This is an optimization exercise on Yosys and OpenROAD, whose aim is small area, not a production implementation. Function was not checked in any run shown here: the RTL went through the layout flow alone. Power figures rest on the tool's default switching activity, not on a simulated workload.

==> flow/design.v (outline; a module is shown in full before it is edited, if it fits) <==
// module pitch_table: 73 lines
// module synth_control: 64 lines
// module inc_core: 1040 lines
// module synth_axil_regs: 99 lines
// module oscillator: 35 lines
// module sine_core: 752 lines
// module phase_adder: 197 lines
// module pwm_modulator: 37 lines
// module midi_synth: 62 lines
module midi_synth #(
	parameter int sample_div = 16,
	parameter int pwm_bits = 8
) (
	input logic clock,
	input logic reset,
	input synth_pkg::axil_addr_t awaddr,
	input logic awvalid,
	output logic awready,
	input synth_pkg::axil_data_t wdata,
	input synth_pkg::axil_strb_t wstrb,
	input logic wvalid,
	output logic wready,
	output synth_pkg::axil_resp_t bresp,
	output logic bvalid,
	input logic bready,
	input synth_pkg::axil_addr_t araddr,
	input logic arvalid,
	output logic arready,
	output synth_pkg::axil_data_t rdata,
	output synth_pkg::axil_resp_t rresp,
	output logic rvalid,
	input logic rready,
	output logic audio_pwm,
	output logic audio_enable
);
  // ...
==> flow/run.sh <==
#!/bin/bash
# synth_recipe.tcl (not shown) runs the flow's synth.tcl, then flattens the netlist and writes it again
# the make line also repeats each setting of config.mk as NAME=value (left out here)
make -C /OpenROAD-flow-scripts/flow DESIGN_CONFIG=/design/flow/config.mk WORK_HOME=/design/flow/orfs CLKGATE_MAP_FILE= SYNTH_SCRIPT=/design/flow/synth_recipe.tcl finish
==> flow/config.mk <==
export PLATFORM = sky130hd
export DESIGN_NAME = midi_synth
export DESIGN_NICKNAME = midi_synth
export VERILOG_FILES = /design/flow/design.v
export SDC_FILE = /design/flow/constraint.sdc
export NUM_CORES = 4
export LEC_CHECK = 0
export CAP_MARGIN = 20
export CORE_MARGIN = 2
export CORE_UTILIZATION = 40
export SLEW_MARGIN = 20
==> flow/constraint.sdc <==
create_clock -name core_clock -period 12.0 [get_ports {clock}]
set_input_delay 2.4000 -clock core_clock [delete_from_list [all_inputs] [get_ports {clock}]]
set_output_delay 2.4000 -clock core_clock [all_outputs]
set_load 0.01 [all_outputs]
==> results.txt, run 1 <==
status complete, but fails checks; checks that blocked a clean result setup timing; Core Util, Final 0.503; Synth Area in Compound Gates 0.165; # setup viols final 23; WHS Endpoint u_pwm.count[0]; RR Endpoint u_oscillator.phase[23]; DRC 0; Largest regs u_regs.rdata (32), u_oscillator.phase (24); RD Place Congestion 0.972; Top class by area multi-input gates; wire length on met2 29700 um; Post-CTS Setup Bufs 15; Worst-Skew Late Latency 0.38 ns; PD cells 272 nW/um^2; Area contributors post-synth fa_1, dfxtp_1, edfxtp_1; post-route minimum period 14.55 ns; TritonRoute pass-1 iters 5; hold_ws 0.460 ns; hold path startpoint u_pwm.count[0]; GRT met1 Usage 0.369; tap cells 600; Sw Share 0.501; Seq power 0.414 mW; Yosys top cell area share 0.286; final hold viol count 0; critical path arrival 14.86 ns; Final Worst Setup Slack -2.55 ns; NetSw 3.12 mW; Die Area 47800 um^2; Setup WS pre-CTS -2.74 ns; DP Area 22200 um^2; PortBufs 84; HPWL Detailed 51500 um; Yosys warnings 5; Worst setup endpoint u_oscillator.phase[23]; crit-path max FO 7; grt total ovfl 0; min-delay worst type register to register
==> inputs of run 2 (changes only) <==
--- a/flow/config.mk
+++ b/flow/config.mk
@@ -9,3 +9,4 @@
 export CORE_MARGIN = 2
 export CORE_UTILIZATION = 40
+export GPL_TIMING_DRIVEN = 0
 export SLEW_MARGIN = 20
==> results.txt, run 2 <==
status complete, but fails checks; checks that blocked a clean result setup timing; R2R Setup Slk -3.40 ns; RD Place Congestion 0.967 (-0.52%); Yosys top cell area share 0.286 (unchanged); RSZ-0062 raised after global routing yes; CTS clk-pin slew, worst paths 0.08 ns; hold depth 1; PD cells 254 nW/um^2 (-6.6%); Comb power frac 0.871; # setup viols final 27 (+17%); Slew Viols, Final 0; syn_area_per_cell 8.27 um^2; via-per-instance ratio 5.80; Sequential Power Share 0.075; R2R cell count 59; Net count, final 2770; most frequent CP cell fa_2; Area contributors post-synth fa_1, dfxtp_1, edfxtp_1; final wirelength 69700 um; Die Area 47800 um^2 (unchanged); most frequent cells after synthesis inv_1, fa_1, nand2_1; Setup crit end kind register; EDFF count, synth 42; Seq/Total Area, Yosys 0.139; maximum clock frequency 0.0649 GHz; WP depth 59; DRC 0 (unchanged); max cap viols 0; Core Util, Final 0.476 (-0.0267); die width 219 um; Clock Path Buffers 2; most frequent cell after synthesis inv_1; 1st-iter DRT viols 1856; Top Ports 102; crit path max-delay cell type fa_2; Top reg by flops u_regs.rdata; min-delay worst type register to register; TritonRoute pass-1 iters 6 (+1); # H-tree levels 3; Final Worst Setup Slack -3.40 ns (-0.854 ns); final hold viol count 0 (unchanged); Rel. slew slack 0.262; clock sinks 107; NetSw 3.19 mW (+2.3%); global-route wire length before repair 108000 um; vias in the first global route 17.5k; Worst-Margin Slew 1.09 ns; Worst EP required 12.32 ns; Mapped Area 18400 um^2; total track usage 0.297; clk root buf clkbuf_16; TritonCTS buffer count 9; Design Power 5.51 mW; hold path startpoint u_pwm.count[0]; grt total ovfl 0 (unchanged); max FFs per register 32; post-DR wirelength/cell 23.4 um; share of cells above drive strength 1 0.127; RR Endpoint u_oscillator.phase[23]; power share of the clock group 0.054; P_int 2.32 mW; Largest regs u_regs.rdata (32), u_oscillator.phase (24); commonest non-fill, non-tap cell in the layout inv_1; Worst R2R Start u_control.cur_note[5]; HPWL Detailed 56400 um (+9.6%); CTS tree done; non-filler cells, final 2976; post-route ant nets 0; FF+latch count, synth 107; critical path arrival 15.72 ns (+0.86 ns); Die Y 219 um; Lkg Pwr 9.17 nW; Final Cycle Share 1.28; Post-synth top flop dfxtp_1; num rows 78; delay-heaviest family, CP adder cells; Yosys top cell by area fa_1; initial core utilization 0.405; async set or reset register ratio after synthesis 0; startpoint type of the worst setup path register; Worst-Skew Late Latency 0.38 ns (about the same); ant diodes 0; Synth Instances 2229; Worst Setup Path Type register to register; Core Region 45500 um^2; DR vias 17.3k; post-route minimum period 15.40 ns (+0.854 ns); Placed Instances 2914; Yosys cell types 86; PortBufs 83 (-1.2%); Sw Share 0.579 (+0.0779); pin count of the biggest net entering global routing 28; Yosys warnings 5 (unchanged); max incr delay on CP 0.56 ns; clock skew 0.0126 ns; Area growth syn-to-layout 17.5%; initial antenna violation count 0; commonest non-fill, non-tap cells in the layout inv_1, fa_1, nand2_1, nor2_1, clkbuf_1; WP buf/inv 9; peak supply drop 0.000240 V; WHS Endpoint u_pwm.count[0]; crit-path max FO 7 (unchanged); filler cell count 4474
run 2: metrics by stage:
step	hold slack [ns]	setup TNS, ns	worst slack [ns]	area [um^2]
floorplan	0.417	-33.29	-2.71	18900
global placement	0.429	-84.40	-4.61	20400
detailed placement	0.439	-81.14	-4.49	20500
CTS	0.460	-50.47	-3.38	21500
global route	0.478	-62.27	-3.77	21700
finish	0.460	-52.77	-3.40	21700
run 2: metal layers:
metal,up-vias,GRT usage,share of wire
li1,7686,-,-
met1,8613,0.398,0.42
met2,812,0.489,0.47
met3,151,0.0354,0.069
met4,0,0.118,0.041
met5,-,0,0
run 2: worst register-to-register path: cells and delay by family, from the launching register on:
family | cells | cell delay [ns]
adders and majority gates | 32 | 10.27
AOI/OAI and AO/OA | 10 | 2.25
buffers and inverters | 9 | 0.80
and+or+nand+nor | 4 | 0.78
xor gates and xnor gates | 3 | 0.72
DFF | 1 | 0.32
muxes | 1 | 0.22
run 2: layout make-up:
class,count,area (um^2),area share
clock buffers,10,229,0.0106
inverters,324,1220,0.0561
repair buffers,133,1250,0.0578
well taps,600,751,0.0346
clock inverters,6,45.0,0.00208
plain buffers,165,897,0.0414
multi-input cells,1631,14700,0.679
flip-flops and latches,107,2570,0.119
run 2: cells by family after synthesis:
group | Yosys count | synth area share
simple gates | 673 | 0.167
buf+inv | 492 | 0.103
compound gates | 458 | 0.165
fa+ha+maj | 345 | 0.340
flops | 107 | 0.139
mux | 85 | 0.0491
xor+xnor | 68 | 0.0360
other cells | 1 | 0.000203
run 2: how the worst max path moves through the flow:
stage | startpoint | endpoint
floorplan | u_control.cur_note[2] | u_oscillator.phase[23]
global placement | u_control.cur_note[2] | u_oscillator.phase[23]
detailed placement | u_control.cur_note[2] | u_oscillator.phase[23]
CTS | u_control.cur_note[5] | u_oscillator.phase[23]
global route | u_control.cur_note[5] | u_oscillator.phase[23]
finish | u_control.cur_note[5] | u_oscillator.phase[23]
run 2: repair_timing:
item,in CTS,in global routing
pin swaps,31,19
gates resized for setup,120,33
hold buffers,0,0
cloned,0,0
endpoints found under the setup margin,33,29
setup buffers,41,8
run 2: power groups by stage:
stage | sequential (mW) | clock (mW) | combinational [mW]
final | 0.416 | 0.297 | 4.79
after detailed placement | 0.419 | 0 | 4.14
after global placement | 0.419 | 0 | 4.18
after global routing | 0.417 | 0.316 | 5.07
after floorplan | 0.416 | 0 | 2.72
after CTS | 0.415 | 0.304 | 4.62

## separate check: timing with driven ports
No port has a modelled driver above. Below, the same layouts with a new extraction and two added sets of constraints. Step 1 sets driving cells, clkbuf_16 on the clock port and buf_2 on the other inputs (assumed; they add their load-dependent delay and slew). Step 2 times the ports against the registers' clock, not the clock port: input delays grow and output delays shrink by t, the midpoint of the rising clock arrivals with the driver on. Three values: no drivers, after step 1, after step 2; two values: the first two.
run	t, ns	slack for setup (ns)	clock arrival spread, ns	worst data-port slew with drivers (ns)
run 1	0.421	-2.549 / -2.549 / -2.549	0.012 / 0.012	0.05
run 2	0.425	-3.403 / -3.403 / -3.403	0.013 / 0.013	0.06
